From an optimization exercise on the open Yosys and OpenROAD flow, aimed at a short achievable clock period and few clock cycles per item; shortcuts taken in it are not production practice.
RTL that was checked went through simulation tests only; none was proved equivalent to the original.
For runs 1 to 3 and 6, only the layout was checked, not whether the RTL still works.

--- flow/config.mk ---
export PLATFORM = sky130hd
export DESIGN_NAME = riscv_crypto_sha256_msched
export DESIGN_NICKNAME = riscv_crypto_sha256_msched
export VERILOG_FILES = /design/flow/design.v
export SDC_FILE = /design/flow/constraint.sdc
export NUM_CORES = 4
export LEC_CHECK = 0
export ABC_CLOCK_PERIOD_IN_PS = 1200
export CAP_MARGIN = 20
export CORE_MARGIN = 2
export CORE_UTILIZATION = 40
export SETUP_SLACK_MARGIN = 5
export SLEW_MARGIN = 20
--- flow/constraint.sdc ---
create_clock -name core_clock -period 8.0 [get_ports {clk}]
set_input_delay 1.6000 -clock core_clock [delete_from_list [all_inputs] [get_ports {clk}]]
set_output_delay 1.6000 -clock core_clock [all_outputs]
set_load 0.01 [all_outputs]
--- flow/design.v ---
module riscv_crypto_sha256_msched (
  input  logic        clk,
  input  logic        rst,
  input  logic        in_valid,
  output logic        in_ready,
  input  logic [31:0] in_data,
  output logic        out_valid,
  input  logic        out_ready,
  output logic [31:0] out_data,
  output logic [5:0]  out_idx,
  output logic        out_last,
  output logic        busy
);
  localparam int DIN = 2;
  function automatic logic [31:0] sig0(input logic [31:0] x);
    sig0 = {x[6:0], x[31:7]} ^ {x[17:0], x[31:18]} ^ {3'b000, x[31:3]};
  endfunction
  function automatic logic [31:0] sig1(input logic [31:0] x);
    sig1 = {x[16:0], x[31:17]} ^ {x[18:0], x[31:19]} ^ {10'b0, x[31:10]};
  endfunction
  function automatic logic [31:0] ks_add(input logic [31:0] a, input logic [31:0] b);
    logic [31:0] g, p, gn, pn;
    g = a & b;
    p = a ^ b;
    for (int l = 0; l < 5; l++) begin
      for (int i = 0; i < 32; i++) begin
        if (i >= (1 << l)) begin
          gn[i] = g[i] | (p[i] & g[i - (1 << l)]);
          pn[i] = p[i] & p[i - (1 << l)];
        end else begin
          gn[i] = g[i];
          pn[i] = p[i];
        end
      end
      g = gn;
      p = pn;
    end
    ks_add = a ^ b ^ {g[30:0], 1'b0};
  endfunction
  logic [31:0] fifo_q [DIN];
  logic [1:0]  f_wp_q, f_rp_q;
  logic [2:0]  f_cnt_q, f_cnt_d;
  logic        f_ne_q;
  logic        f_le1_q, f_le2_q;  
  logic        in_ready_d;
  logic        in_nrdy_q;      
  logic        in_rdy_q;       
  logic [3:0]  in_cnt_q;
  logic        in15_q;         
  logic        in_hs, ld_in;
  logic [31:0] head;
  logic [31:0] win_q [16];     
  logic [5:0]  n_q, n_d;       
  logic [31:0] bp_q, bg_q;     
  logic        bv_q, bv_d;     
  logic [31:0] x_q;            
  logic [31:0] y_q;            
  logic        adv_q, adv_d;   
  logic        bld_q;          
  logic        bsel_q;         
  logic [31:0] s1w;
  logic [31:0] c_g[6], c_p[6], w_sum;
  logic [4:0]  lag_q, lag_d, lag_t, lag_n;  
  logic        nz_q;           
  logic        l15_q, l16_q;   
  logic [15:0] sel_q;          
  logic [31:0] rd_word;
  logic        ov_port_q, ovn_q, ov_i;
  logic [31:0] out_data_q;
  logic [5:0]  out_idx_q, m_q;
  logic        out_last_q, olh_q;
  logic        m63_q;          
  logic        take;
  logic [1:0]  pend_q, pend_d;
  logic        pend_eq1_q, pend_ge2_q;
  logic        busy_q, busy_d;
  logic        inc, dec;
  assign in_hs = in_valid & in_rdy_q;
  assign head  = fifo_q[f_rp_q];
  assign ld_in = bld_q & bsel_q & f_ne_q;
  assign s1w = sig1(win_q[0]);
  always_comb begin
    c_g[0] = bg_q;
    c_p[0] = bp_q;
    for (int l = 0; l < 5; l++) begin
      for (int i = 0; i < 32; i++) begin
        if (i >= (1 << l)) begin
          c_g[l+1][i] = c_g[l][i] | (c_p[l][i] & c_g[l][i - (1 << l)]);
          c_p[l+1][i] = c_p[l][i] & c_p[l][i - (1 << l)];
        end else begin
          c_g[l+1][i] = c_g[l][i];
          c_p[l+1][i] = c_p[l][i];
        end
      end
    end
    w_sum = bp_q ^ {c_g[5][30:0], 1'b0};
  end
  assign ov_i = ~ovn_q;
  assign take = nz_q & (~ov_i | out_ready);
  always_comb begin
    rd_word = 32'd0;
    for (int i = 0; i < 16; i++) rd_word = rd_word | ({32{sel_q[i]}} & win_q[i]);
  end
  always_comb begin
    f_cnt_d = f_cnt_q + {2'b00, in_hs} - {2'b00, ld_in};
    n_d     = n_q + {5'd0, adv_q};
    bv_d    = bld_q ? (~bsel_q | f_ne_q) : bv_q;
    lag_t   = adv_q ? lag_q : lag_q - 5'd1;
    lag_n   = adv_q ? lag_q + 5'd1 : lag_q;
    lag_d   = take ? lag_t : lag_n;
    adv_d   = bv_d & ~(take ? 1'b0 : ((l15_q & adv_q) | l16_q));
    inc     = in_hs & in15_q;
    dec     = ov_i & out_ready & olh_q;
    pend_d  = pend_q + {1'b0, inc} - {1'b0, dec};
    busy_d  = inc | pend_ge2_q | (pend_eq1_q & ~dec);
    case ({ld_in, in_hs})
      2'b10:   in_ready_d = f_le2_q;
      2'b01:   in_ready_d = ~f_ne_q;
      default: in_ready_d = f_le1_q;
    endcase
    in_ready_d = in_ready_d | ~busy_d;
  end
  always_ff @(posedge clk or posedge rst) begin
    if (rst) begin
      f_wp_q      <= 2'd0;
      f_rp_q      <= 2'd0;
      f_cnt_q     <= 3'd0;
      f_ne_q      <= 1'b0;
      f_le1_q     <= 1'b1;
      f_le2_q     <= 1'b1;
      in_nrdy_q   <= 1'b0;
      in_rdy_q    <= 1'b1;
      in_cnt_q    <= 4'd0;
      in15_q      <= 1'b0;
      n_q         <= 6'd0;
      bv_q        <= 1'b0;
      adv_q       <= 1'b0;
      bld_q       <= 1'b1;
      bsel_q      <= 1'b1;
      lag_q       <= 5'd0;
      nz_q        <= 1'b0;
      l15_q       <= 1'b0;
      l16_q       <= 1'b0;
      sel_q       <= 16'd0;
      ov_port_q   <= 1'b0;
      ovn_q       <= 1'b1;
      olh_q       <= 1'b0;
      m_q         <= 6'd0;
      m63_q       <= 1'b0;
      pend_q      <= 2'd0;
      pend_eq1_q  <= 1'b0;
      pend_ge2_q  <= 1'b0;
      busy_q      <= 1'b0;
    end else begin
      if (in_hs) f_wp_q <= (f_wp_q == 2'(DIN - 1)) ? 2'd0 : f_wp_q + 2'd1;
      if (ld_in) f_rp_q <= (f_rp_q == 2'(DIN - 1)) ? 2'd0 : f_rp_q + 2'd1;
      f_cnt_q    <= f_cnt_d;
      f_ne_q     <= (f_cnt_d != 3'd0);
      f_le1_q    <= (f_cnt_d <= 3'd1);
      f_le2_q    <= (f_cnt_d <= 3'd2);
      in_nrdy_q  <= ~in_ready_d;
      in_rdy_q   <= in_ready_d;
      if (in_hs) begin
        in_cnt_q <= in_cnt_q + 4'd1;
        in15_q   <= (in_cnt_q == 4'd14);
      end
      n_q        <= n_d;
      bv_q       <= bv_d;
      adv_q      <= adv_d;
      bld_q      <= adv_d | ~bv_d;
      bsel_q     <= ~adv_d | (n_d < 6'd15) | (n_d == 6'd63);
      lag_q      <= lag_d;
      nz_q       <= take ? (lag_t != 5'd0) : (lag_n != 5'd0);
      l15_q      <= take ? (lag_t == 5'd15) : (lag_n == 5'd15);
      l16_q      <= take ? 1'b0 : (lag_n == 5'd16);
      if (take) begin
        if (~adv_q) sel_q <= {1'b0, sel_q[15:1]};
      end else begin
        if (adv_q)  sel_q <= {sel_q[14:0], ~nz_q};
      end
      ov_port_q  <= take | (ov_i & ~out_ready);
      ovn_q      <= ~(take | (ov_i & ~out_ready));
      if (take) begin
        olh_q    <= m63_q;
        m_q      <= m_q + 6'd1;
        m63_q    <= (m_q == 6'd62);
      end
      pend_q     <= pend_d;
      pend_eq1_q <= (pend_d == 2'd1);
      pend_ge2_q <= pend_d[1];
      busy_q     <= busy_d;
    end
  end
  always_ff @(posedge clk) begin
    if (in_hs) fifo_q[f_wp_q] <= in_data;
    if (take) begin
      out_data_q <= rd_word;
      out_idx_q  <= m_q;
      out_last_q <= m63_q;
    end
    if (bld_q) begin
      bp_q <= bsel_q ? head  : (s1w ^ x_q);
      bg_q <= bsel_q ? 32'd0 : (s1w & x_q);
    end
    if (adv_q) begin
      win_q[0] <= w_sum;
      for (int i = 1; i < 16; i++) win_q[i] <= win_q[i-1];
      x_q <= ks_add(y_q, win_q[4]);
      y_q <= ks_add(sig0(win_q[11]), win_q[12]);
    end
  end
  assign in_ready  = ~in_nrdy_q;
  assign out_valid = ov_port_q;
  assign out_data  = out_data_q;
  assign out_idx   = out_idx_q;
  assign out_last  = out_last_q;
  assign busy      = busy_q;
endmodule
--- flow/flow/run.sh ---
#!/bin/bash
# Standard synthesis and placement; then each output port's flop is moved next
# to its port buffer and placement re-legalized; then the rest of the standard
# ORFS layout. repair_timing aims at a larger setup margin.
set -euo pipefail
M=5.4
bash standard.sh synth > synth.log 2>&1
bash standard.sh SETUP_SLACK_MARGIN=$M place > place.log 2>&1
PLACE_ODB=$PWD/orfs/results/$FLOW_PLATFORM/riscv_crypto_sha256_msched/base/3_place.odb \
  openroad -no_init -exit flow/move_io_flops.tcl > move_io_flops.log 2>&1
bash standard.sh SETUP_SLACK_MARGIN=$M finish > layout.log 2>&1
--- flow/flow/move_io_flops.tcl ---
# Move each output port's driving flop (and any single-fanout cells between it
# and the port buffer) next to the port buffer, then legalize.
set odb $::env(PLACE_ODB)
read_db $odb
set block [ord::get_db_block]
set moved 0
foreach bt [$block getBTerms] {
  if {[$bt getIoType] ne "OUTPUT"} { continue }
  set net [$bt getNet]
  if {$net eq "NULL"} { continue }
  # the port buffer drives the port net
  set drv ""
  foreach it [$net getITerms] { if {[$it isOutputSignal]} { set drv $it } }
  if {$drv eq ""} { continue }
  set buf [$drv getInst]
  set bx [lindex [$buf getLocation] 0]; set by [lindex [$buf getLocation] 1]
  set cur $buf
  for {set hop 0} {$hop < 3} {incr hop} {
    # the single input net of cur
    set innet ""
    foreach it [$cur getITerms] {
      if {[$it isInputSignal]} {
        set m [[$it getMTerm] getName]
        if {$m eq "CLK" || $m eq "RESET_B" || $m eq "SET_B"} { continue }
        set n [$it getNet]
        if {$n ne "NULL"} { lappend innet $n }
      }
    }
    if {[llength $innet] != 1} { break }
    set n [lindex $innet 0]
    set d ""
    set nload 0
    foreach it [$n getITerms] { if {[$it isOutputSignal]} { set d $it } else { incr nload } }
    if {$d eq "" || $nload != 1} { break }
    set prev [$d getInst]
    $prev setLocation $bx $by
    $prev setPlacementStatus PLACED
    incr moved
    set master [[$prev getMaster] getName]
    if {[string match "*df*" $master]} { break }
    set cur $prev
  }
}
puts "moved $moved cells"
detailed_placement
check_placement -verbose
write_db $odb
--- flow/standard.sh ---
#!/bin/bash
# synth_recipe.tcl (not shown) runs the flow's synth.tcl, then flattens the netlist and writes it again
# the make line also repeats each setting of config.mk as NAME=value (left out here)
make -C /OpenROAD-flow-scripts/flow DESIGN_CONFIG=/design/flow/config.mk WORK_HOME=/design/flow/orfs CLKGATE_MAP_FILE= SYNTH_SCRIPT=/design/flow/synth_recipe.tcl "${@:-finish}"
==> flow_summary_export.csv, run 1 <==
group,metric,value,unit
global_route,grt_pass1_wl,138000,µm
global_route,grt_antenna_before_repair,6,
critical_path,crit_path_end_kind,"flip-flop",
sta,fmax,304,MHz
sta,worst_slew_pin_slew,0.956,ns
clocking,cts_root_buffer,"clkbuf_16",
sta,skew,0.0235,ns
critical_path,reg2reg_from,"win_q[11][8]",
detailed_routing,ant_nets,0,
critical_path,worst-setup-path-type,"flip-flop to flip-flop",
synth,synth_nets,2387,
clocking,ctsHoldBuffers,0,
critical_path,r2r_cells,12,
critical_path,slowest_delay,0.52,ns
detailed_routing,drtPass1Iterations,6,
critical_path,cpMostUsedCell,"a21o_1",
critical_path,cp_top_family,"compound AO/OA/AOI/OAI gates",
synth,yosys_register_bits,805,
detailed_routing,via_per_inst,5.77,
synth,ys.flop_type,"edfxtp_1",
synth,avgSynthCellArea,15.3,µm²
die,core_area,84900,µm²
hold_path,min_to,"win_q[0][0]",
detailed_routing,drt_iter0_drc,2493,
hold_path,hold_path_startpoint,"bp_q[0]",
synth,synthCells,2240,
hold_path,worst_hold_path.num_cells,0,
critical_path,crit_chain,"buf_4 > xnor2_1 > xnor2_1 > ha_1 > a21o_1 > a21o_1 > a21o_1 > a21o_2 > a21oi_1 > o31ai_4 > a2111o_1 > nand3_1",
die,floorplan.die_area,87800,µm²
sta,final-max-slew-violation-count,0,
clocking,cts_made_buffers,85,
synth,yosysSeqAreaShare,69.8,%
clocking,cts_buffer_depth,3,
global_route,grt_max_degree,170,
sta,finalCritPeriodShare,41.1,%
synth,synth_edf_count,742,
place,hpwl,57200,µm
synth,async_flop_share,7.83,%
sta,finalSetupViolations,0,
global_route,grt_pass1_vias,20600,
hold_path,hold_path.class,"flip-flop to flip-flop",
die,floorplan.rows,107,
detailed_routing,wl,95300,µm
critical_path,cp_slowest_cell,"edfxtp_1",
clocking,tritoncts,"yes",
die,die_width,296,µm
sta,rsz0062_at_grt,"true",
clocking,clk_pin_slew,0.06,ns
sta,finalWorstSetupSlack,4.72,ns
sta,relSlewSlack,36.3,%
sta,period_minus_slack,3.28,ns
synth,syn_area,34200,µm²
place,gp_congestion,0.922,
sta,tns,0,ns
detailed_routing,routedWlPerCell,26.0,µm
critical_path,critPathRequiredTime,8.50,ns
die,start_util,40.3,%
clocking,cts_num_sinks,805,
global_route,gr-total-overflow,0,
critical_path,cp.depth,12,
die,io-pin-count,78,
critical_path,arrival,3.78,ns
critical_path,r2r_setup_slack,4.72,ns
final_layout,area_growth,19.4,%
critical_path,cp_max_fo,6,
detailed_routing,via_count,21100,
critical_path,cp-start-kind,"flip-flop",
global_route,track_usage,21.4,%
place,io_buffers,77,
sta,hold_viol,0,
place,dpl_worst_slack,4.16,ns
critical_path,r2r-end,"y_q[31]",
final_layout,drive_gt1_share,18.0,%
job,drv_cap,0,
die,dieHeight,296,µm
outcome,status,"no timing/DRC/antenna violations",
critical_path,path_buf_inv,1,
clocking,clk_latency,0.65,ns
clocking,htreeDepth,3,
synth,ys_warn_count,4,
final_layout,layout.nets,2592,
detailed_routing,drc,0,
synth,synth_cell_types,71,
area by class of cell:
type | count | area (µm²)
diodes | 1 | 2.50
fillers | 7234 | 44100
repair buffers | 212 | 1860
multi-input cells | 1300 | 10700
clock buffers | 112 | 2340
inverters | 41 | 175
well taps | 1144 | 1430
clock inverters | 46 | 379
flip-flops and latches | 805 | 23900
sequential cells by signal, indices dropped and copies added, names as in the netlist, 3 cells and up:
signal      flops
f_cnt_q         3
n_q             6
sel_q          16
fifo_q         64
win_q         512
out_data_q     32
in_cnt_q        4
m_q             6
lag_q           5
x_q            32
y_q            32
bg_q           31
out_idx_q       6
bp_q           32
what timing repair did:
item,4_1_cts,5_1_grt
endpoints found under the setup margin,529,257
gates resized for setup,281,64
pin swaps,51,42
setup buffers,77,35
gates cloned,1,1
cell usage after synthesis, types with 6 or more instances:
library cell  instances  share of area, %
ha_1                108               4.0
o211ai_1              8              0.18
clkbuf_1             86              0.94
mux2i_1              33              0.97
edfxtp_1            742                65
xnor2_1             180               4.6
nor2_1              119               1.3
nand2b_1             10              0.18
a221oi_1            128               3.3
nand3_1              18              0.26
dfstp_2               6              0.46
nor3_1               19              0.28
nand4_1              47              0.86
and3_1               10              0.18
and2_1                7              0.13
dfrtp_1              57               4.2
a21o_1               41              0.90
a31oi_1              11              0.20
a211oi_1              9              0.20
nand2_1              58              0.64
buf_1                 8             0.088
o22ai_1              15              0.27
o21bai_1             20              0.44
xor2_1               43               1.1
nor2b_1              41              0.75
inv_1                40              0.44
o21ai_0              46              0.67
a21oi_1             104               1.5
o21a_1               12              0.26
a22o_1              130               3.3
per-layer routing:
layer  vias to the layer above  global-route usage (%)  part of all wire (%)
li1                       9267                       -                     -
met1                     10800                    31.1                    44
met2                       891                    33.6                    46
met3                       141                    2.61                   6.6
met4                         0                    6.54                   2.6
met5                         -                       0                     0
cell usage in the layout (no fill, tap or decap), types with 53 or more instances in the layout:
master and instances:
nand2_1 53, ha_1 90, buf_4 100, a21oi_1 88, dfrtp_1 55, nor2_1 112, clkbuf_16 90, xnor2_1 167
a221oi_1 128, edfxtp_1 742, a22o_1 130
how the worst max path moves through the flow:
stage / startpoint / end / slack (ns)
6_report: win_q[11][8] / y_q[31] / 4.72
5_1_grt: win_q[11][8] / y_q[31] / 4.60
4_1_cts: win_q[11][8] / y_q[29] / 4.72
3_5_place_dp: in_valid / f_ne_q / 4.16
3_3_place_gp: in_valid / f_ne_q / 4.18
2_1_floorplan: adv_q / bsel_q / -0.30
cell families (layout without fill, tap and decap cells):
family / Yosys count / in the layout / synth area share, %
flip-flops: 805 / 805 / 69.8
AO/OA/AOI/OAI: 578 / 578 / 12.7
AND/OR/NAND/NOR: 355 / 355 / 5.19
XOR/XNOR: 223 / 223 / 5.72
buffers and inverters: 135 / 411 / 1.48
adder cells (fa/ha/maj): 111 / 111 / 4.13
multiplexers: 33 / 33 / 0.967
other: 0 / 1 / 0
through the flow:
| stage | std cells | util (%) | area, µm² | hold WS, ns |
|---|---|---|---|---|
| after floorplan | 2240 | - | 34500 | 0.400 |
| after global placement | 3388 | 43.0 | 36500 | 0.408 |
| after detailed placement | 3388 | 43.0 | 36500 | 0.408 |
| after CTS | 3624 | 47.3 | 40200 | 0.426 |
| after global routing | 3660 | 48.1 | 40800 | 0.451 |
| final | 3661 | 48.1 | 40800 | 0.426 |
==> run 2, diff against run 1 <==
--- a/flow/design.v
+++ b/flow/design.v
@@ -20,20 +20,7 @@
   endfunction
-  function automatic logic [31:0] ks_add(input logic [31:0] a, input logic [31:0] b);
-    logic [31:0] g, p, gn, pn;
-    g = a & b;
-    p = a ^ b;
-    for (int l = 0; l < 5; l++) begin
-      for (int i = 0; i < 32; i++) begin
-        if (i >= (1 << l)) begin
-          gn[i] = g[i] | (p[i] & g[i - (1 << l)]);
-          pn[i] = p[i] & p[i - (1 << l)];
-        end else begin
-          gn[i] = g[i];
-          pn[i] = p[i];
-        end
-      end
-      g = gn;
-      p = pn;
-    end
-    ks_add = a ^ b ^ {g[30:0], 1'b0};
+  function automatic logic [31:0] maj2(input logic [31:0] a, input logic [31:0] b,
+                                       input logic [31:0] c);
+    logic [31:0] m;
+    m = (a & b) | (a & c) | (b & c);
+    maj2 = {m[30:0], 1'b0};
   endfunction
@@ -49,3 +36,3 @@
   logic        in15_q;         
-  logic        in_hs, ld_in;
+  logic        in_hs, pop;
   logic [31:0] head;
@@ -53,9 +40,7 @@
   logic [5:0]  n_q, n_d;       
+  logic        nlt16_q;        
   logic [31:0] bp_q, bg_q;     
-  logic        bv_q, bv_d;     
   logic [31:0] x_q;            
-  logic [31:0] y_q;            
+  logic [31:0] xs_q, xc_q;     
   logic        adv_q, adv_d;   
-  logic        bld_q;          
-  logic        bsel_q;         
   logic [31:0] s1w;
@@ -79,3 +64,3 @@
   assign head  = fifo_q[f_rp_q];
-  assign ld_in = bld_q & bsel_q & f_ne_q;
+  assign pop   = adv_q & nlt16_q;
   assign s1w = sig1(win_q[0]);
@@ -104,5 +89,4 @@
   always_comb begin
-    f_cnt_d = f_cnt_q + {2'b00, in_hs} - {2'b00, ld_in};
+    f_cnt_d = f_cnt_q + {2'b00, in_hs} - {2'b00, pop};
     n_d     = n_q + {5'd0, adv_q};
-    bv_d    = bld_q ? (~bsel_q | f_ne_q) : bv_q;
     lag_t   = adv_q ? lag_q : lag_q - 5'd1;
@@ -110,3 +94,4 @@
     lag_d   = take ? lag_t : lag_n;
-    adv_d   = bv_d & ~(take ? 1'b0 : ((l15_q & adv_q) | l16_q));
+    adv_d   = ((n_d[5:4] != 2'b00) | (f_cnt_d != 3'd0)) &
+              ~(take ? 1'b0 : ((l15_q & adv_q) | l16_q));
     inc     = in_hs & in15_q;
@@ -115,3 +100,3 @@
     busy_d  = inc | pend_ge2_q | (pend_eq1_q & ~dec);
-    case ({ld_in, in_hs})
+    case ({pop, in_hs})
       2'b10:   in_ready_d = f_le2_q;
@@ -135,6 +120,4 @@
       n_q         <= 6'd0;
-      bv_q        <= 1'b0;
+      nlt16_q     <= 1'b1;
       adv_q       <= 1'b0;
-      bld_q       <= 1'b1;
-      bsel_q      <= 1'b1;
       lag_q       <= 5'd0;
@@ -155,3 +138,3 @@
       if (in_hs) f_wp_q <= (f_wp_q == 2'(DIN - 1)) ? 2'd0 : f_wp_q + 2'd1;
-      if (ld_in) f_rp_q <= (f_rp_q == 2'(DIN - 1)) ? 2'd0 : f_rp_q + 2'd1;
+      if (pop)   f_rp_q <= (f_rp_q == 2'(DIN - 1)) ? 2'd0 : f_rp_q + 2'd1;
       f_cnt_q    <= f_cnt_d;
@@ -167,6 +150,4 @@
       n_q        <= n_d;
-      bv_q       <= bv_d;
+      nlt16_q    <= (n_d[5:4] == 2'b00);
       adv_q      <= adv_d;
-      bld_q      <= adv_d | ~bv_d;
-      bsel_q     <= ~adv_d | (n_d < 6'd15) | (n_d == 6'd63);
       lag_q      <= lag_d;
@@ -200,11 +181,10 @@
     end
-    if (bld_q) begin
-      bp_q <= bsel_q ? head  : (s1w ^ x_q);
-      bg_q <= bsel_q ? 32'd0 : (s1w & x_q);
-    end
     if (adv_q) begin
-      win_q[0] <= w_sum;
+      bp_q <= s1w ^ x_q;
+      bg_q <= s1w & x_q;
+      win_q[0] <= nlt16_q ? head : w_sum;
       for (int i = 1; i < 16; i++) win_q[i] <= win_q[i-1];
-      x_q <= ks_add(y_q, win_q[4]);
-      y_q <= ks_add(sig0(win_q[11]), win_q[12]);
+      x_q  <= xs_q + xc_q;
+      xs_q <= win_q[3] ^ sig0(win_q[11]) ^ win_q[12];
+      xc_q <= maj2(win_q[3], sig0(win_q[11]), win_q[12]);
     end
--- a/flow/config.mk
+++ b/flow/config.mk
@@ -7,3 +7,3 @@
 export LEC_CHECK = 0
-export ABC_CLOCK_PERIOD_IN_PS = 1200
+export ABC_CLOCK_PERIOD_IN_PS = 2000
 export CAP_MARGIN = 20
==> flow_summary_export.csv, run 2 <==
group,metric,value,unit
outcome,status,"no timing/DRC/antenna violations",
detailed_routing,drt_iter0_drc,2531,
synth,synth_edf_count,773,
detailed_routing,drtPass1Iterations,6,
hold_path,hold_path.class,"flip-flop to flip-flop",
sta,skew,0.0265,ns
clocking,tritoncts,"yes",
detailed_routing,via_count,20400,
sta,worst_slew_pin_slew,1.18,ns
final_layout,drive_gt1_share,14.4,%
global_route,grt_antenna_before_repair,7,
critical_path,crit_path_end_kind,"flip-flop",
clocking,clk_pin_slew,0.06,ns
place,hpwl,55200,µm
sta,holdWs,0.425,ns
global_route,grt_pass1_vias,19900,
synth,synth_fa_ha_area_share,4.64,%
place,dpl_worst_slack,3.52,ns
synth,synthCells,2215,
hold_path,min_to,"x_q[0]",
die,io-pin-count,78,
die,floorplan.die_area,89200,µm²
clocking,htreeDepth,3,
critical_path,cp-start-kind,"input port",
die,dieHeight,299,µm
final_layout,area_growth,16.5,%
synth,async_flop_share,7.31,%
synth,yosys_register_bits,834,
detailed_routing,drc,0,
die,core_area,86300,µm²
synth,synth_cell_types,73,
sta,hold_viol,0,
sta,finalCritPeriodShare,34.8,%
final_layout,layout.nets,2509,
synth,yosysSeqAreaShare,71.3,%
final_layout,reg_top3,"win_q (512), fifo_q (64)",
critical_path,cp_max_fo,3,
critical_path,reg2reg_from,"xs_q[1]",
synth,synth-simple-area-share,4.07,%
synth,synth_area_leader_cell,"edfxtp_1",
synth,yosys.area.top_type_share,66.9,%
hold_path,worst_hold_path.num_cells,0,
final_layout,antenna_cells,0,
clocking,clk_latency,0.65,ns
sta,relSlewSlack,21.0,%
clocking,ctsHoldBuffers,0,
critical_path,critPathRequiredTime,8.52,ns
sta,finalSetupViolations,0,
clocking,cts_num_sinks,834,
job,drv_cap,0,
clocking,cts_made_buffers,91,
synth,yosysMostFrequentCell,"edfxtp_1",
final_layout,regMostFlops,"win_q",
final_layout,fin_cells,3591,
synth,synth_compound_area_share,11.3,%
global_route,grt_max_degree,184,
detailed_routing,via_per_inst,5.68,
sta,tns,0,ns
detailed_routing,routedWlPerCell,25.6,µm
clocking,cts_root_buffer,"clkbuf_16",
place,io_buffers,77,
critical_path,worst-setup-path-type,"input port to flip-flop",
synth,muxShareOfSynthArea,1.09,%
synth,ys.flop_type,"edfxtp_1",
sta,finalWorstSetupSlack,5.21,ns
sta,final-max-slew-violation-count,0,
detailed_routing,wl,91800,µm
final_layout,largest_register_ff_count,512,
synth,ys_top_cells_by_area,"edfxtp_1 (67%), dfrtp_1 (4.0%), a221oi_1 (3.3%)",
critical_path,arrival,3.30,ns
sta,period_minus_slack,2.79,ns
place,gp_congestion,0.884,
synth,synth_top_family_by_area,"compound AO/OA/AOI/OAI gates",
die,die_width,299,µm
final_layout,layout_common_cells,"edfxtp_1 (773), inv_1 (156), a221oi_1 (131)",
place,place_area,36900,µm²
sta,rsz0062_at_grt,"true",
die,start_util,40.2,%
detailed_routing,ant_nets,0,
die,floorplan.rows,108,
critical_path,r2r-end,"x_q[29]",
clocking,cts_buffer_depth,3,
synth,synth_nets,2360,
global_route,track_usage,20.2,%
critical_path,r2r_cells,11,
synth,syn_area,34700,µm²
global_route,gr-total-overflow,0,
synth,synth_commonest_cells,"edfxtp_1 (773), inv_1 (163), a221oi_1 (132), xnor2_1 (130), a22o_1 (129)",
final_layout,utilization,46.9,%
critical_path,r2r_setup_slack,5.29,ns
final_layout,finalInstanceArea,40500,µm²
place,dp_cells,3376,
hold_path,hold_path_startpoint,"xs_q[0]",
synth,synth-xor-area-share,4.77,%
sta,fmax,359,MHz
global_route,grt_pass1_wl,133000,µm
synth,avgSynthCellArea,15.7,µm²
final_layout,mostFrequentLayoutCell,"edfxtp_1",
synth,ys_warn_count,4,
run 2: cell types whose count changed after synthesis, sizes merged, moves of 16 or more:
cell    before  now
a21o        44   20
ha         108   76
edfxtp     742  773
nor2       119   67
fa           3   33
xnor2      180  130
nand2       58   79
inv         40  163
a21oi      104   72
nor2b       41    9
xor2        43   59
run 2: logic make-up after synthesis:
kind of cell / count (synthesis)
xor gates and xnor gates: 189
and+or+nand+nor: 285
adders and majority gates: 109
DFF: 834
muxes: 37
buffers and inverters: 258
AOI/OAI and AO/OA: 503
run 2: how the worst max path moves through the flow:
stage	cells past startpoint	slack (ns)	to	startpoint
after CTS	9	5.16	adv_q	in_valid
after detailed placement	9	3.52	l15_q	out_ready
final	9	5.21	adv_q	in_valid
after global routing	1	5.16	out_data[0]	out_data_q[0]
after global placement	9	3.58	l15_q	out_ready
after floorplan	10	-2.03	adv_q	adv_q
run 2: metal layers:
layer | track usage, % | share of wire [%] | up-vias
met3 | 5.37 | 10 | 183
li1 | - | - | 8887
met5 | 0 | 0.014 | -
met2 | 30.3 | 45 | 921
met4 | 7.17 | 3.2 | 2
met1 | 28.3 | 42 | 10400
run 2: repair_timing:
item | in CTS | in global routing
pin swaps | 30 | 38
gates resized for setup | 227 | 47
setup buffers | 23 | 25
endpoints found under the setup margin | 452 | 226
gates cloned | 2 | 0
run 2: worst max-delay path, stage by stage:
cell and delay (ns):
buf_8 0.08, nand2_8 0.05, ha_4 0.27, inv_2 0.04, ha_4 0.14, fa_2 0.34, xnor2_2 0.14, or3_1 0.34
o32a_1 0.29
run 2: layout make-up:
class                   instances  area [µm²]
well taps                    1155        1450
flip-flops and latches        834       24800
clock inverters                48         418
inverters                     163         628
fillers                      7322       45900
multi-input cells            1124        9590
clock buffers                 117        2380
repair buffers                150        1240
==> run 3, diff against run 2 <==
--- a/flow/design.v
+++ b/flow/design.v
@@ -20,2 +20,21 @@
   endfunction
+  function automatic logic [31:0] ks_sum(input logic [31:0] g0, input logic [31:0] p0);
+    logic [31:0] g, p, gn, pn;
+    g = g0;
+    p = p0;
+    for (int l = 0; l < 5; l++) begin
+      for (int i = 0; i < 32; i++) begin
+        if (i >= (1 << l)) begin
+          gn[i] = g[i] | (p[i] & g[i - (1 << l)]);
+          pn[i] = p[i] & p[i - (1 << l)];
+        end else begin
+          gn[i] = g[i];
+          pn[i] = p[i];
+        end
+      end
+      g = gn;
+      p = pn;
+    end
+    ks_sum = p0 ^ {g[30:0], 1'b0};
+  endfunction
   function automatic logic [31:0] maj2(input logic [31:0] a, input logic [31:0] b,
@@ -41,8 +60,10 @@
   logic        nlt16_q;        
+  logic        n15_q, n63_q;   
+  logic        fne_d, nge16_d;
   logic [31:0] bp_q, bg_q;     
   logic [31:0] x_q;            
-  logic [31:0] xs_q, xc_q;     
+  logic [31:0] xp_q, xg_q;     
   logic        adv_q, adv_d;   
   logic [31:0] s1w;
-  logic [31:0] c_g[6], c_p[6], w_sum;
+  logic [31:0] w_sum, x_sum, xs, xc;
   logic [4:0]  lag_q, lag_d, lag_t, lag_n;  
@@ -65,19 +86,9 @@
   assign pop   = adv_q & nlt16_q;
-  assign s1w = sig1(win_q[0]);
   always_comb begin
-    c_g[0] = bg_q;
-    c_p[0] = bp_q;
-    for (int l = 0; l < 5; l++) begin
-      for (int i = 0; i < 32; i++) begin
-        if (i >= (1 << l)) begin
-          c_g[l+1][i] = c_g[l][i] | (c_p[l][i] & c_g[l][i - (1 << l)]);
-          c_p[l+1][i] = c_p[l][i] & c_p[l][i - (1 << l)];
-        end else begin
-          c_g[l+1][i] = c_g[l][i];
-          c_p[l+1][i] = c_p[l][i];
-        end
-      end
-    end
-    w_sum = bp_q ^ {c_g[5][30:0], 1'b0};
-  end
+    s1w = sig1(win_q[0]);
+    xs = win_q[3] ^ sig0(win_q[11]) ^ win_q[12];
+    xc = maj2(win_q[3], sig0(win_q[11]), win_q[12]);
+  end
+  assign w_sum = ks_sum(bg_q, bp_q);
+  assign x_sum = ks_sum(xg_q, xp_q);
   assign ov_i = ~ovn_q;
@@ -94,3 +105,5 @@
     lag_d   = take ? lag_t : lag_n;
-    adv_d   = ((n_d[5:4] != 2'b00) | (f_cnt_d != 3'd0)) &
+    fne_d   = in_hs | ~f_le1_q | (f_ne_q & ~pop);
+    nge16_d = adv_q ? (n15_q | (~nlt16_q & ~n63_q)) : ~nlt16_q;
+    adv_d   = (nge16_d | fne_d) &
               ~(take ? 1'b0 : ((l15_q & adv_q) | l16_q));
@@ -121,2 +134,4 @@
       nlt16_q     <= 1'b1;
+      n15_q       <= 1'b0;
+      n63_q       <= 1'b0;
       adv_q       <= 1'b0;
@@ -140,3 +155,3 @@
       f_cnt_q    <= f_cnt_d;
-      f_ne_q     <= (f_cnt_d != 3'd0);
+      f_ne_q     <= fne_d;
       f_le1_q    <= (f_cnt_d <= 3'd1);
@@ -151,2 +166,4 @@
       nlt16_q    <= (n_d[5:4] == 2'b00);
+      n15_q      <= (n_d == 6'd15);
+      n63_q      <= (n_d == 6'd63);
       adv_q      <= adv_d;
@@ -186,5 +203,5 @@
       for (int i = 1; i < 16; i++) win_q[i] <= win_q[i-1];
-      x_q  <= xs_q + xc_q;
-      xs_q <= win_q[3] ^ sig0(win_q[11]) ^ win_q[12];
-      xc_q <= maj2(win_q[3], sig0(win_q[11]), win_q[12]);
+      x_q  <= x_sum;
+      xp_q <= xs ^ xc;
+      xg_q <= xs & xc;
     end
==> flow_summary_export.csv, run 3 <==
group,metric,value,unit
global_route,grt_antenna_before_repair,1,
global_route,grt_pass1_wl,132000,µm
synth,yosysMostFrequentCell,"edfxtp_1",
final_layout,fillers,7454,
detailed_routing,drtPass1Iterations,8,
clocking,cts_num_sinks,835,
critical_path,cp-start-kind,"flip-flop",
sta,final-max-slew-violation-count,0,
outcome,status,"no timing/DRC/antenna violations",
final_layout,utilization,46.8,%
synth,yosys_register_bits,835,
critical_path,cp_max_fo,1,
final_layout,finalInstanceArea,40000,µm²
place,io_buffers,77,
critical_path,arrival,1.20,ns
synth,syn_area,34600,µm²
final_layout,drive_gt1_share,12.4,%
sta,rsz0062_at_grt,"true",
synth,ys.flop_type,"edfxtp_1",
place,gp_congestion,0.875,
detailed_routing,ant_nets,0,
final_layout,antenna_cells,0,
final_layout,reg_top3,"win_q (512), fifo_q (64)",
sta,fmax,357,MHz
clocking,clk_latency,0.67,ns
final_layout,layout.nets,2464,
sta,skew,0.0391,ns
synth,ys_warn_count,2,
clocking,cts_root_buffer,"clkbuf_16",
sta,finalCritPeriodShare,35.1,%
synth,synth_nets,2330,
sta,period_minus_slack,2.80,ns
critical_path,path_buf_inv,1,
sta,relSlewSlack,34.5,%
final_layout,area_growth,15.6,%
critical_path,cp_top_family,"flip-flops",
final_layout,regMostFlops,"win_q",
die,core_area,85400,µm²
critical_path,worst-setup-path-type,"flip-flop to primary output",
clocking,cts_made_buffers,92,
synth,synthCells,2185,
final_layout,layout_common_cells,"edfxtp_1 (772), inv_1 (149), xnor2_1 (130)",
global_route,track_usage,19.9,%
final_layout,mostFrequentLayoutCell,"edfxtp_1",
final_layout,largest_register_ff_count,512,
critical_path,cp_slowest_cell,"edfxtp_1",
synth,yosys.area.top_type_share,67.0,%
detailed_routing,routedWlPerCell,25.5,µm
die,io-pin-count,78,
clocking,cts_buffer_depth,3,
die,floorplan.rows,107,
hold_path,hold_path.class,"flip-flop to flip-flop",
die,floorplan.die_area,88800,µm²
detailed_routing,wl,90100,µm
clocking,htreeDepth,3,
critical_path,crit_path_end_kind,"primary output",
detailed_routing,drc,0,
synth,synth_area_leader_cell,"edfxtp_1",
die,die_width,298,µm
critical_path,critPathRequiredTime,6.40,ns
global_route,grt_pass1_vias,20300,
sta,tns,0,ns
detailed_routing,via_count,20300,
sta,finalWorstSetupSlack,5.20,ns
place,dpl_worst_slack,3.62,ns
synth,ys_top_cells_by_area,"edfxtp_1 (67%), dfrtp_1 (4.2%), xnor2_1 (3.4%)",
global_route,gr-total-overflow,0,
job,drv_cap,0,
critical_path,crit_chain,"buf_2",
synth,async_flop_share,7.54,%
die,dieHeight,298,µm
clocking,tritoncts,"yes",
synth,synth_edf_count,772,
place,place_area,36800,µm²
clocking,clk_pin_slew,0.06,ns
synth,synth_cell_types,71,
sta,holdWs,0.426,ns
sta,finalSetupViolations,0,
synth,synth_commonest_cells,"edfxtp_1 (772), inv_1 (154), xnor2_1 (136), a22o_1 (129), a221oi_1 (128)",
detailed_routing,drt_iter0_drc,2260,
synth,avgSynthCellArea,15.8,µm²
detailed_routing,via_per_inst,5.76,
place,hpwl,54200,µm
global_route,grt_max_degree,167,
die,start_util,40.5,%
sta,hold_viol,0,
critical_path,slowest_delay,0.38,ns
sta,worst_slew_pin_slew,0.981,ns
synth,yosysSeqAreaShare,71.6,%
[run 3: final cells by class]
class	count	area [µm²]	area share [%]
well taps	1144	1430	3.58
inverters	155	606	1.51
clock inverters	41	373	0.933
flip-flops and latches	835	24800	62.0
repair buffers	127	1110	2.78
repair inverters	1	8.76	0.0219
clock buffers	123	2480	6.20
multi-input cells	1107	9200	23.0
[run 3: final timing paths]
| path | startpoint | end | slack, ns | depth (start not counted) |
|---|---|---|---|---|
| min in group asynchronous | rst | f_cnt_q[2] | 1.57 | 3 |
| setup reg to reg | bg_q[1] | win_q[0][31] | 5.45 | 8 |
| max in group asynchronous | rst | adv_q | 5.81 | 3 |
| setup / recovery | out_data_q[26] | out_data[26] | 5.20 | 1 |
| hold reg to reg | xp_q[0] | x_q[0] | 0.43 | 0 |
| hold / removal | xp_q[0] | x_q[0] | 0.43 | 0 |
[run 3: cells by family after synthesis]
| group | after synthesis | share of synthesized area, % |
|---|---|---|
| flops | 835 | 71.6 |
| compound gates | 503 | 11.3 |
| simple gates | 256 | 3.58 |
| buf+inv | 244 | 2.66 |
| xor+xnor | 194 | 4.91 |
| fa+ha+maj | 109 | 4.64 |
| mux | 44 | 1.31 |
[run 3: stage by stage]
| stage | cells |
|---|---|
| floorplan | 2185 |
| global placement | 3339 |
| detailed placement | 3339 |
| CTS | 3516 |
| global route | 3533 |
| finish | 3533 |
[run 3: timing repair]
action,CTS,global route
gates resized for setup,190,19
hold buffers,0,0
endpoints found under the setup margin,581,342
gates cloned,4,1
buffers inserted,9,16
pin swaps,18,22
[run 3: routing by layer]
layer,vias up,wire length (µm),global-route usage (%)
met1,10500,37500,27.6
met5,-,0,0
met4,0,3290,7.71
li1,8742,-,-
met2,968,42200,31.4
met3,173,7150,3.48
==> run 4, diff against run 3 <==
--- a/flow/design.v
+++ b/flow/design.v
@@ -46,3 +46,3 @@
   logic [31:0] fifo_q [DIN];
-  logic [1:0]  f_wp_q, f_rp_q;
+  logic        f_wp_q, f_rp_q;
   logic [2:0]  f_cnt_q, f_cnt_d;
@@ -74,4 +74,4 @@
   logic        ov_port_q, ovn_q, ov_i;
-  logic [31:0] out_data_q;
-  logic [5:0]  out_idx_q, m_q;
+  logic [31:0] out_data_q, od_h_q;
+  logic [5:0]  out_idx_q, oi_h_q, m_q;
   logic        out_last_q, olh_q;
@@ -122,4 +122,4 @@
     if (rst) begin
-      f_wp_q      <= 2'd0;
-      f_rp_q      <= 2'd0;
+      f_wp_q      <= 1'b0;
+      f_rp_q      <= 1'b0;
       f_cnt_q     <= 3'd0;
@@ -145,2 +145,4 @@
       olh_q       <= 1'b0;
+      od_h_q      <= 32'd0;
+      oi_h_q      <= 6'd0;
       m_q         <= 6'd0;
@@ -152,4 +154,4 @@
     end else begin
-      if (in_hs) f_wp_q <= (f_wp_q == 2'(DIN - 1)) ? 2'd0 : f_wp_q + 2'd1;
-      if (pop)   f_rp_q <= (f_rp_q == 2'(DIN - 1)) ? 2'd0 : f_rp_q + 2'd1;
+      if (in_hs) f_wp_q <= ~f_wp_q;
+      if (pop)   f_rp_q <= ~f_rp_q;
       f_cnt_q    <= f_cnt_d;
@@ -182,2 +184,4 @@
         olh_q    <= m63_q;
+        od_h_q   <= rd_word;
+        oi_h_q   <= m_q;
         m_q      <= m_q + 6'd1;
@@ -193,7 +197,5 @@
     if (in_hs) fifo_q[f_wp_q] <= in_data;
-    if (take) begin
-      out_data_q <= rd_word;
-      out_idx_q  <= m_q;
-      out_last_q <= m63_q;
-    end
+    out_data_q <= take ? rd_word : od_h_q;
+    out_idx_q  <= take ? m_q     : oi_h_q;
+    out_last_q <= take ? m63_q   : olh_q;
     if (adv_q) begin
--- a/flow/config.mk
+++ b/flow/config.mk
@@ -10,3 +10,4 @@
 export CORE_MARGIN = 2
-export CORE_UTILIZATION = 40
+export CORE_UTILIZATION = 55
+export PLACE_DENSITY = 0.7
 export SETUP_SLACK_MARGIN = 5
==> flow_summary_export.csv, run 4 <==
group,metric,value,unit
critical_path,cp_top_family,"flip-flops",
die,io-pin-count,78,
clocking,htreeDepth,3,
synth,ys_warn_count,2,
critical_path,cp-start-kind,"flip-flop",
synth,yosys_register_bits,873,
critical_path,crit_chain,"inv_1 > buf_6",
synth,ys_top_cells_by_area,"edfxtp_1 (62%), dfrtp_1 (6.8%), xnor2_1 (3.1%)",
clocking,cts_num_sinks,873,
final_layout,area_growth,15.1,%
synth,yosys.area.top_type_share,62.0,%
sta,relSlewSlack,35.6,%
synth,yosysSeqAreaShare,71.4,%
place,gp_congestion,0.882,
final_layout,largest_register_ff_count,512,
sta,skew,0.0202,ns
place,io_buffers,77,
synth,yosysMostFrequentCell,"edfxtp_1",
final_layout,mostFrequentLayoutCell,"edfxtp_1",
clocking,clk_latency,0.65,ns
final_layout,layout.nets,2619,
critical_path,path_buf_inv,2,
sta,holdWs,0.421,ns
detailed_routing,drt_iter0_drc,2818,
detailed_routing,drtPass1Iterations,8,
global_route,grt_max_degree,194,
synth,syn_area,35500,µm²
synth,synthCells,2348,
sta,rsz0062_at_grt,"true",
final_layout,drive_gt1_share,13.5,%
detailed_routing,drc,0,
detailed_routing,ant_nets,0,
synth,async_flop_share,11.6,%
die,die_width,258,µm
detailed_routing,via_count,21500,
final_layout,reg_top3,"win_q (512), fifo_q (64)",
sta,finalCritPeriodShare,34.5,%
detailed_routing,via_per_inst,6.31,
sta,worst_slew_pin_slew,0.963,ns
critical_path,crit_path_end_kind,"primary output",
critical_path,arrival,1.16,ns
detailed_routing,wl,91600,µm
die,floorplan.rows,93,
clocking,ctsHoldBuffers,0,
die,dieHeight,258,µm
place,dp_cells,3207,
outcome,status,"no timing/DRC/antenna violations",
die,start_util,55.3,%
final_layout,fin_cells,3405,
global_route,grt_pass1_vias,21000,
critical_path,critPathRequiredTime,6.40,ns
synth,synth_area_leader_cell,"edfxtp_1",
synth,synth_nets,2493,
die,floorplan.die_area,66600,µm²
clocking,clk_pin_slew,0.06,ns
hold_path,hold_path.class,"flip-flop to flip-flop",
synth,avgSynthCellArea,15.1,µm²
critical_path,cp_max_fo,1,
clocking,cts_root_buffer,"clkbuf_16",
synth,synth_edf_count,733,
sta,fmax,362,MHz
clocking,tritoncts,"yes",
global_route,track_usage,27.4,%
critical_path,worst-setup-path-type,"flip-flop to primary output",
place,hpwl,55100,µm
job,drv_cap,0,
sta,period_minus_slack,2.76,ns
sta,hold_viol,0,
sta,final-max-slew-violation-count,0,
synth,synth_commonest_cells,"edfxtp_1 (733), inv_1 (148), a22oi_1 (141), xnor2_1 (126), nand2_1 (114)",
critical_path,r2r_setup_slack,5.31,ns
global_route,gr-total-overflow,0,
critical_path,slowest_delay,0.36,ns
sta,finalSetupViolations,0,
detailed_routing,routedWlPerCell,26.9,µm
synth,ys.flop_type,"edfxtp_1",
critical_path,cp_slowest_cell,"dfrtp_1",
final_layout,layout_common_cells,"edfxtp_1 (733), inv_1 (145), a22oi_1 (141)",
clocking,cts_buffer_depth,3,
global_route,grt_pass1_wl,134000,µm
clocking,cts_made_buffers,88,
final_layout,regMostFlops,"win_q",
global_route,grt_antenna_before_repair,1,
synth,synth_cell_types,76,
die,core_area,64100,µm²
==> run 4: changes by cell type after synthesis, sizes merged, moves of 22 or more <==
| cell | delta |
|---|---|
| a22oi | +138 |
| a221oi | -70 |
| a22o | -70 |
| nand2 | +46 |
| dfxtp | +39 |
| edfxtp | -39 |
| dfrtp | +38 |
| nor2 | +28 |
| nand3 | +22 |
==> run 4: cells by family (layout without fill, tap and decap cells) <==
| logic type | after synthesis | count (layout) | synth area share (%) |
|---|---|---|---|
| buffers and inverters | 248 | 448 | 2.67 |
| other | 0 | 2 | 0 |
| DFF | 873 | 873 | 71.4 |
| adders and majority gates | 109 | 109 | 4.52 |
| and+or+nand+nor | 358 | 358 | 4.72 |
| muxes | 33 | 33 | 0.970 |
| AOI/OAI and AO/OA | 541 | 541 | 11.1 |
| xor gates and xnor gates | 186 | 186 | 4.59 |
==> run 4: final timing paths <==
| kind | start | endpoint | cells after the start |
|---|---|---|---|
| setup / recovery | in_nrdy_q | in_ready | 2 |
| hold / removal | xp_q[1] | x_q[1] | 0 |
| setup reg to reg | bg_q[0] | win_q[0][22] | 9 |
| hold reg to reg | xp_q[1] | x_q[1] | 0 |
| max in group asynchronous | rst | od_h_q[9] | 4 |
| min in group asynchronous | rst | oi_h_q[4] | 3 |
==> run 4: worst reg2reg max path, delay by kind of cell, from the launching register on <==
kind	cells	cell delay (ns)
AO/OA/AOI/OAI	6	1.29
AND/OR/NAND/NOR	2	0.50
flip-flops	1	0.43
adder cells (fa/ha/maj)	1	0.21
==> run 4: area by class of cell <==
type,count,area [µm²]
fill,4592,23300
antenna,2,5.00
inverter,148,564
sequential,873,25400
clock inverter,37,349
clock buffer,127,2490
multi-input combinational,1227,9570
tap,855,1070
timing repair buffer,136,1410
==> run 4: per-layer routing <==
| layer | wire length, µm | track usage, % | share of wire (%) |
|---|---|---|---|
| met5 | 0 | 0 | 0 |
| met3 | 8190 | 4.50 | 8.9 |
| met4 | 3550 | 10.3 | 3.9 |
| met2 | 42300 | 42.3 | 46 |
| met1 | 37500 | 39.5 | 41 |
==> run 4: through the flow <==
stage / utilization, % / setup TNS, ns / setup WS, ns / area [µm²]
5_1_grt: 63.7 / 0 / 5.17 / 40800
4_1_cts: 62.9 / 0 / 5.19 / 40400
3_5_place_dp: 58.2 / 0 / 3.93 / 37300
2_1_floorplan: - / -297.48 / -1.63 / 35700
6_report: 63.7 / 0 / 5.24 / 40800
3_3_place_gp: 58.2 / 0 / 4.02 / 37300
==> run 4: repair_timing <==
action	4_1_cts	5_1_grt
pin swaps	5	27
gates cloned	4	0
buffers inserted	4	24
gates resized for setup	230	62
setup endpoints to repair	647	199
Testbench counts of run 4, summed over its fixed seeds: cycles 4,120, items 4,096.
==> run 5, diff against run 4 <==
--- a/flow/config.mk
+++ b/flow/config.mk
@@ -10,4 +10,3 @@
 export CORE_MARGIN = 2
-export CORE_UTILIZATION = 55
-export PLACE_DENSITY = 0.7
+export CORE_UTILIZATION = 40
 export SETUP_SLACK_MARGIN = 5
==> flow_summary_export.csv, run 5 <==
group,metric,value,unit
outcome,status,"no timing/DRC/antenna violations",
final_layout,finalInstanceArea,41600,µm²
die,start_util,40.3,%
place,gp_congestion,0.867,
place,place_area,37700,µm²
global_route,gr-total-overflow,0,
clocking,tritoncts,"yes",
critical_path,crit_path_end_kind,"primary output",
sta,fmax,361,MHz
detailed_routing,routedWlPerCell,25.7,µm
final_layout,mostFrequentLayoutCell,"edfxtp_1",
critical_path,reg2reg_from,"bp_q[19]",
sta,hold_viol,0,
synth,avgSynthCellArea,15.1,µm²
final_layout,reg_top3,"win_q (512), fifo_q (64)",
critical_path,critPathRequiredTime,6.40,ns
synth,yosys_register_bits,873,
global_route,use_met3,3.90,%
synth,yosysMostFrequentCell,"edfxtp_1",
die,dieHeight,302,µm
global_route,grt_pass1_wl,138000,µm
clocking,clk_latency,0.67,ns
final_layout,area_growth,17.3,%
die,floorplan.die_area,91100,µm²
clocking,htreeDepth,3,
place,io_buffers,77,
synth,synth_cell_types,76,
final_layout,layout_common_cells,"edfxtp_1 (733), inv_1 (144), a22oi_1 (141)",
die,core_area,88100,µm²
critical_path,r2r_setup_slack,5.40,ns
clocking,cts_made_buffers,94,
global_route,use_met2,33.3,%
clocking,clk_pin_slew,0.06,ns
synth,synth_nets,2493,
sta,rsz0062_at_grt,"true",
global_route,globalRouteMet1Util,28.1,%
clocking,cts_root_buffer,"clkbuf_16",
global_route,grt_antenna_before_repair,3,
synth,synthCells,2348,
critical_path,r2r-end,"win_q[0][31]",
synth,synth_area_leader_cell,"edfxtp_1",
final_layout,fillers,7649,
critical_path,endpoint,"in_ready",
sta,relSlewSlack,34.7,%
die,floorplan.rows,109,
critical_path,crit_start,"in_nrdy_q",
critical_path,arrival,1.17,ns
global_route,top_usage_layer,"met2",
sta,period_minus_slack,2.77,ns
sta,final-max-slew-violation-count,0,
detailed_routing,drtPass1Iterations,5,
critical_path,cp-start-kind,"flip-flop",
sta,tns,0,ns
synth,async_flop_share,11.6,%
global_route,track_usage,20.6,%
job,drv_cap,0,
sta,worst_slew_pin_slew,0.977,ns
synth,ys.flop_type,"edfxtp_1",
detailed_routing,drc,0,
final_layout,largest_register_ff_count,512,
detailed_routing,wl,96200,µm
final_layout,layout.nets,2634,
hold_path,hold_path.class,"flip-flop to flip-flop",
sta,finalCritPeriodShare,34.6,%
synth,synth_commonest_cells,"edfxtp_1 (733), inv_1 (148), a22oi_1 (141), xnor2_1 (126), nand2_1 (114)",
synth,ys_warn_count,2,
clocking,ctsHoldBuffers,0,
detailed_routing,drt_iter0_drc,2497,
critical_path,cp_max_fo,1,
final_layout,multiInputGateArea,9590,µm²
synth,yosysSeqAreaShare,71.4,%
die,io-pin-count,78,
final_layout,drive_gt1_share,14.3,%
synth,ys_top_cells_by_area,"edfxtp_1 (62%), dfrtp_1 (6.8%), xnor2_1 (3.1%)",
detailed_routing,via_count,21200,
global_route,grt_pass1_vias,20900,
critical_path,r2r_cells,8,
synth,yosys.area.top_type_share,62.0,%
clocking,cts_num_sinks,873,
die,die_width,302,µm
global_route,grt_max_degree,188,
clocking,cts_buffer_depth,3,
sta,finalSetupViolations,0,
place,dp_cells,3517,
critical_path,worst-setup-path-type,"flip-flop to primary output",
synth,syn_area,35500,µm²
synth,synth_edf_count,733,
detailed_routing,ant_nets,0,
final_layout,regMostFlops,"win_q",
place,hpwl,58100,µm
sta,skew,0.0374,ns
final_layout,register_area,25400,µm²
detailed_routing,via_per_inst,5.69,
final_layout,utilization,47.3,%
final_layout,fin_cells,3737,
==> run 5: changes by cell type in the layout (fill, tap and decap cells not counted), moves of 2 or more <==
cell | previous run | this run
clkbuf_16 | 91 | 102
clkbuf_1 | 28 | 22
clkinvlp_4 | 1 | 7
bufinv_16 | 5 | 10
buf_4 | 44 | 48
bufbuf_16 | 4 | 0
a41oi_1 | 13 | 10
a41oi_2 | 1 | 4
clkinv_2 | 15 | 12
buf_2 | 15 | 17
clkbuf_8 | 8 | 10
inv_6 | 3 | 5
nor2_2 | 2 | 0
==> run 5: worst min-delay path by stage <==
stage	start	to	slack, ns	depth (start not counted)
2_1_floorplan	xp_q[0]	x_q[0]	0.40	0
5_1_grt	xp_q[0]	x_q[0]	0.44	0
3_3_place_gp	xp_q[0]	x_q[0]	0.41	0
4_1_cts	win_q[10][21]	win_q[11][21]	0.43	0
3_5_place_dp	xp_q[1]	x_q[1]	0.41	0
6_report	xp_q[1]	x_q[1]	0.43	0
==> run 5: metrics by stage <==
stage | hold WS (ns) | worst slack (ns)
3_3_place_gp | 0.407 | 3.98
3_5_place_dp | 0.412 | 3.92
4_1_cts | 0.426 | 5.18
6_report | 0.429 | 5.23
2_1_floorplan | 0.400 | -1.63
5_1_grt | 0.437 | 5.18
==> run 5: cell type report <==
cell class,count,share of cell area [%]
Antenna cell,2,0.0120
Clock buffer,130,6.38
Clock inverter,47,1.34
Inverter,148,1.36
Multi-Input combinational cell,1228,23.0
Sequential cell,873,60.9
Tap cell,1165,3.50
Timing Repair Buffer,142,3.42
Timing Repair inverter,2,0.0301
==> run 5: cell families (layout without fill, tap and decap cells) <==
family          Yosys count  after routing  synth area share, %
compound gates          541            541                 11.1
xor+xnor                186            186                 4.59
fa+ha+maj               109            109                 4.52
buf+inv                 248            469                 2.67
flops                   873            873                 71.4
mux                      33             33                0.970
other cells               0              2                    0
simple gates            358            359                 4.72
==> run 5: layer usage <==
| layer | up-vias | part of all wire (%) |
|---|---|---|
| li1 | 9232 | - |
| met1 | 10900 | 41 |
| met2 | 935 | 48 |
| met3 | 159 | 7.9 |
| met4 | 0 | 3.2 |
| met5 | - | 0 |
==> run 5: critical path, cell delays in order (launching register included) <==
cell and delay (ns):
dfrtp_1 0.36, inv_1 0.06, buf_6 0.10
==> run 5: timing repair <==
| action | in CTS | in global routing |
|---|---|---|
| gates resized for setup | 218 | 73 |
| setup endpoints to repair | 627 | 389 |
| setup buffers | 6 | 27 |
| pin swaps | 6 | 27 |
| cloned | 2 | 6 |
| hold endpoints to repair | 0 | 0 |
==> run 6, diff against run 5 <==
--- a/flow/design.v
+++ b/flow/design.v
@@ -72,3 +72,3 @@
   logic [15:0] sel_q;          
-  logic [31:0] rd_word;
+  logic [31:0] rd_word, tk_word, w_in;
   logic        ov_port_q, ovn_q, ov_i;
@@ -94,3 +94,5 @@
   assign ov_i = ~ovn_q;
-  assign take = nz_q & (~ov_i | out_ready);
+  assign take    = (nz_q | adv_q) & (~ov_i | out_ready);
+  assign w_in    = nlt16_q ? head : w_sum;
+  assign tk_word = nz_q ? rd_word : w_in;
   always_comb begin
@@ -184,3 +186,3 @@
         olh_q    <= m63_q;
-        od_h_q   <= rd_word;
+        od_h_q   <= tk_word;
         oi_h_q   <= m_q;
@@ -197,3 +199,3 @@
     if (in_hs) fifo_q[f_wp_q] <= in_data;
-    out_data_q <= take ? rd_word : od_h_q;
+    out_data_q <= take ? tk_word : od_h_q;
     out_idx_q  <= take ? m_q     : oi_h_q;
@@ -203,3 +205,3 @@
       bg_q <= s1w & x_q;
-      win_q[0] <= nlt16_q ? head : w_sum;
+      win_q[0] <= w_in;
       for (int i = 1; i < 16; i++) win_q[i] <= win_q[i-1];
==> flow_summary_export.csv, run 6 <==
group,metric,value,unit
critical_path,slowest_delay,0.50,ns
die,start_util,40.4,%
place,io_buffers,77,
global_route,grt_pass1_vias,21200,
global_route,grt_max_degree,203,
sta,finalSetupViolations,0,
synth,synth_cell_types,69,
sta,finalCritPeriodShare,36.1,%
detailed_routing,drtPass1Iterations,6,
die,core_area,88400,µm²
clocking,cts_buffer_depth,3,
hold_path,hold_path.class,"flip-flop to flip-flop",
critical_path,crit_path_end_kind,"flip-flop",
detailed_routing,route.layer.met1.wl,40000,µm
final_layout,reg_top3,"win_q (512), fifo_q (64)",
detailed_routing,drt_iter0_drc,2703,
die,io-pin-count,78,
final_layout,antenna_cells,0,
synth,synth_area_leader_cell,"edfxtp_1",
synth,avgSynthCellArea,14.9,µm²
clocking,clk_pin_slew,0.06,ns
synth,synth_commonest_cells,"edfxtp_1 (733), nand2_1 (160), inv_1 (146), xnor2_1 (127), a22oi_1 (114)",
synth,ys.flop_type,"edfxtp_1",
sta,fmax,346,MHz
critical_path,arrival,3.26,ns
synth,ys_warn_count,2,
global_route,grt_pass1_wl,142000,µm
detailed_routing,ant_nets,0,
synth,syn_area,35700,µm²
critical_path,crit_chain,"ha_2 > o211a_1 > o21ai_4 > o221ai_4 > a2111o_1 > a31o_1 > a21oi_2 > xor2_2 > o21ai_1",
die,floorplan.rows,109,
final_layout,drive_gt1_share,16.0,%
synth,yosys.area.top_type_share,61.7,%
critical_path,cp_max_fo,3,
sta,relSlewSlack,29.1,%
sta,final-max-slew-violation-count,0,
final_layout,multiInputGateArea,10100,µm²
synth,synthCells,2387,
final_layout,layout_common_cells,"edfxtp_1 (733), nand2_1 (152), inv_1 (142)",
final_layout,utilization,47.4,%
final_layout,regMostFlops,"win_q",
detailed_routing,top_layer_used,"met5",
final_layout,register_area,25400,µm²
place,place_area,38000,µm²
final_layout,fillers,7503,
detailed_routing,dr_wl_met2,45800,µm
critical_path,critPathRequiredTime,8.37,ns
detailed_routing,via_count,21800,
detailed_routing,via_per_inst,5.76,
final_layout,mostFrequentLayoutCell,"edfxtp_1",
clocking,cts_root_buffer,"clkbuf_16",
synth,async_flop_share,11.6,%
synth,yosysSeqAreaShare,71.0,%
synth,ys_top_cells_by_area,"edfxtp_1 (62%), dfrtp_1 (6.7%), xnor2_1 (3.1%)",
detailed_routing,drc,0,
critical_path,cp_top_family,"compound AO/OA/AOI/OAI gates",
sta,hold_viol,0,
outcome,status,"no timing/DRC/antenna violations",
clocking,clk_latency,0.65,ns
global_route,track_usage,21.2,%
clocking,cts_made_buffers,86,
final_layout,largest_register_ff_count,512,
final_layout,area_growth,17.4,%
sta,period_minus_slack,2.89,ns
clocking,tritoncts,"yes",
place,dpl_worst_slack,3.76,ns
die,die_width,303,µm
clocking,htreeDepth,3,
synth,yosys_register_bits,873,
global_route,gr-total-overflow,0,
clocking,cts_num_sinks,873,
final_layout,layout.nets,2687,
critical_path,cp-start-kind,"flip-flop",
detailed_routing,wl_met3,9600,µm
critical_path,path_buf_inv,0,
synth,yosysMostFrequentCell,"edfxtp_1",
critical_path,worst-setup-path-type,"flip-flop to flip-flop",
die,floorplan.die_area,91600,µm²
place,gp_congestion,0.930,
job,drv_cap,0,
detailed_routing,wl,98600,µm
clocking,ctsHoldBuffers,0,
place,hpwl,61400,µm
die,dieHeight,303,µm
sta,tns,0,ns
global_route,grt_antenna_before_repair,5,
detailed_routing,routedWlPerCell,26.1,µm
sta,worst_slew_pin_slew,1.06,ns
synth,synth_edf_count,733,
final_layout,finalInstanceArea,41900,µm²
synth,synth_nets,2532,
sta,skew,0.0293,ns
critical_path,cp_slowest_cell,"a2111o_1",
sta,rsz0062_at_grt,"true",
sta,finalWorstSetupSlack,5.11,ns
run 6: cell count changes after synthesis, moves of 5 or more:
cell / change
a221oi_1: +7
a222oi_1: +20
a22oi_1: -27
a41oi_1: -13
and3_1: +5
nand2_1: +46
nand2b_1: +6
nand3_1: -16
nand4_1: +22
nor2_1: -37
nor2b_1: +6
o211ai_1: -9
o21ai_0: +36
xor2_1: +10
run 6: logic make-up after synthesis:
logic type | count (synthesis) | synth area share (%)
flops | 873 | 71.0
compound gates | 551 | 11.1
simple gates | 376 | 4.98
buf+inv | 247 | 2.62
xor+xnor | 197 | 4.84
fa+ha+maj | 109 | 4.50
mux | 34 | 1.01
run 6: worst paths after layout:
check	start	endpoint	slack, ns	cells after the start
max	bg_q[0]	win_q[0][24]	5.11	9
max in group asynchronous	rst	od_h_q[4]	5.58	3
min reg2reg	xp_q[1]	x_q[1]	0.43	0
min	xp_q[1]	x_q[1]	0.43	0
max reg2reg	bg_q[0]	win_q[0][24]	5.11	9
min in group asynchronous	rst	in_nrdy_q	1.44	2
run 6: stage by stage:
step	hold WS [ns]	std cells
after detailed placement	0.415	3562
final	0.429	3778
after floorplan	0.400	2387
after CTS	0.431	3762
after global routing	0.437	3778
after global placement	0.401	3562
run 6: what timing repair did:
action                     in CTS  in global routing
setup endpoints to repair     803                330
buffers inserted               38                 15
pin swaps                      35                 25
cloned                          3                  1
resized for setup             272                 87
run 6: routing by layer:
layer	vias to the layer above	GRT usage, %
met5	-	0
met4	4	7.05
met3	182	5.20
met2	1100	33.6
met1	11100	28.7
li1	9411	-
run 6: final cells by class:
type                       instances  area share, %
inverter                         146           1.32
timing repair buffer             167           3.93
clock inverter                    45           1.01
tap                             1165           3.48
clock buffer                     114           5.56
sequential                       873           60.6
multi-input combinational       1268           24.1
run 6: worst register-to-register path, cell delays in order, from the launching register on:
cell	delay [ns]
edfxtp_1	0.43
ha_2	0.21
o211a_1	0.24
o21ai_4	0.19
o221ai_4	0.15
a2111o_1	0.51
a31o_1	0.26
a21oi_2	0.16
xor2_2	0.33
o21ai_1	0.12

==> static timing again, ports no longer ideal <==
Ports are ideal in the flow. The routed layouts listed here were re-timed in OpenROAD. Step 1: set_driving_cell puts a clkbuf_16 on clk and a buf_2 on each other input, an assumption about the parent block. Step 2 also shifts input and output timing later by t, the mid clock arrival at the registers, as if the neighbouring blocks saw the same clock. Three values: ideal, step 1, step 2; two values: the first two.
| run | t (ns) | slack for setup (ns) | hold slack, ns | clock arrival spread, ns | worst data-port slew with drivers (ns) |
|---|---|---|---|---|---|
| run 1 | 0.706 | 4.715 / 4.715 / 4.707 | 0.426 / 0.426 / 0.426 | 0.026 / 0.025 | 0.06 |
| run 2 | 0.702 | 5.214 / 5.155 / 4.523 | 0.425 / 0.425 / 0.425 | 0.030 / 0.030 | 0.08 |
| run 3 | 0.716 | 5.195 / 5.128 / 4.755 | 0.426 / 0.426 / 0.426 | 0.043 / 0.043 | 0.04 |
| run 4 | 0.700 | 5.239 / 5.179 / 4.761 | 0.421 / 0.421 / 0.421 | 0.021 / 0.021 | 0.08 |
| run 5 | 0.717 | 5.230 / 5.167 / 4.763 | 0.429 / 0.429 / 0.429 | 0.038 / 0.038 | 0.07 |
| run 6 | 0.700 | 5.112 / 5.112 / 4.783 | 0.429 / 0.429 / 0.429 | 0.032 / 0.032 | 0.06 |
After both steps every run listed still meets setup and hold. The setup slack of run 2, which loses most, moves by -0.059 ns with the drivers and by -0.691 ns with both steps.
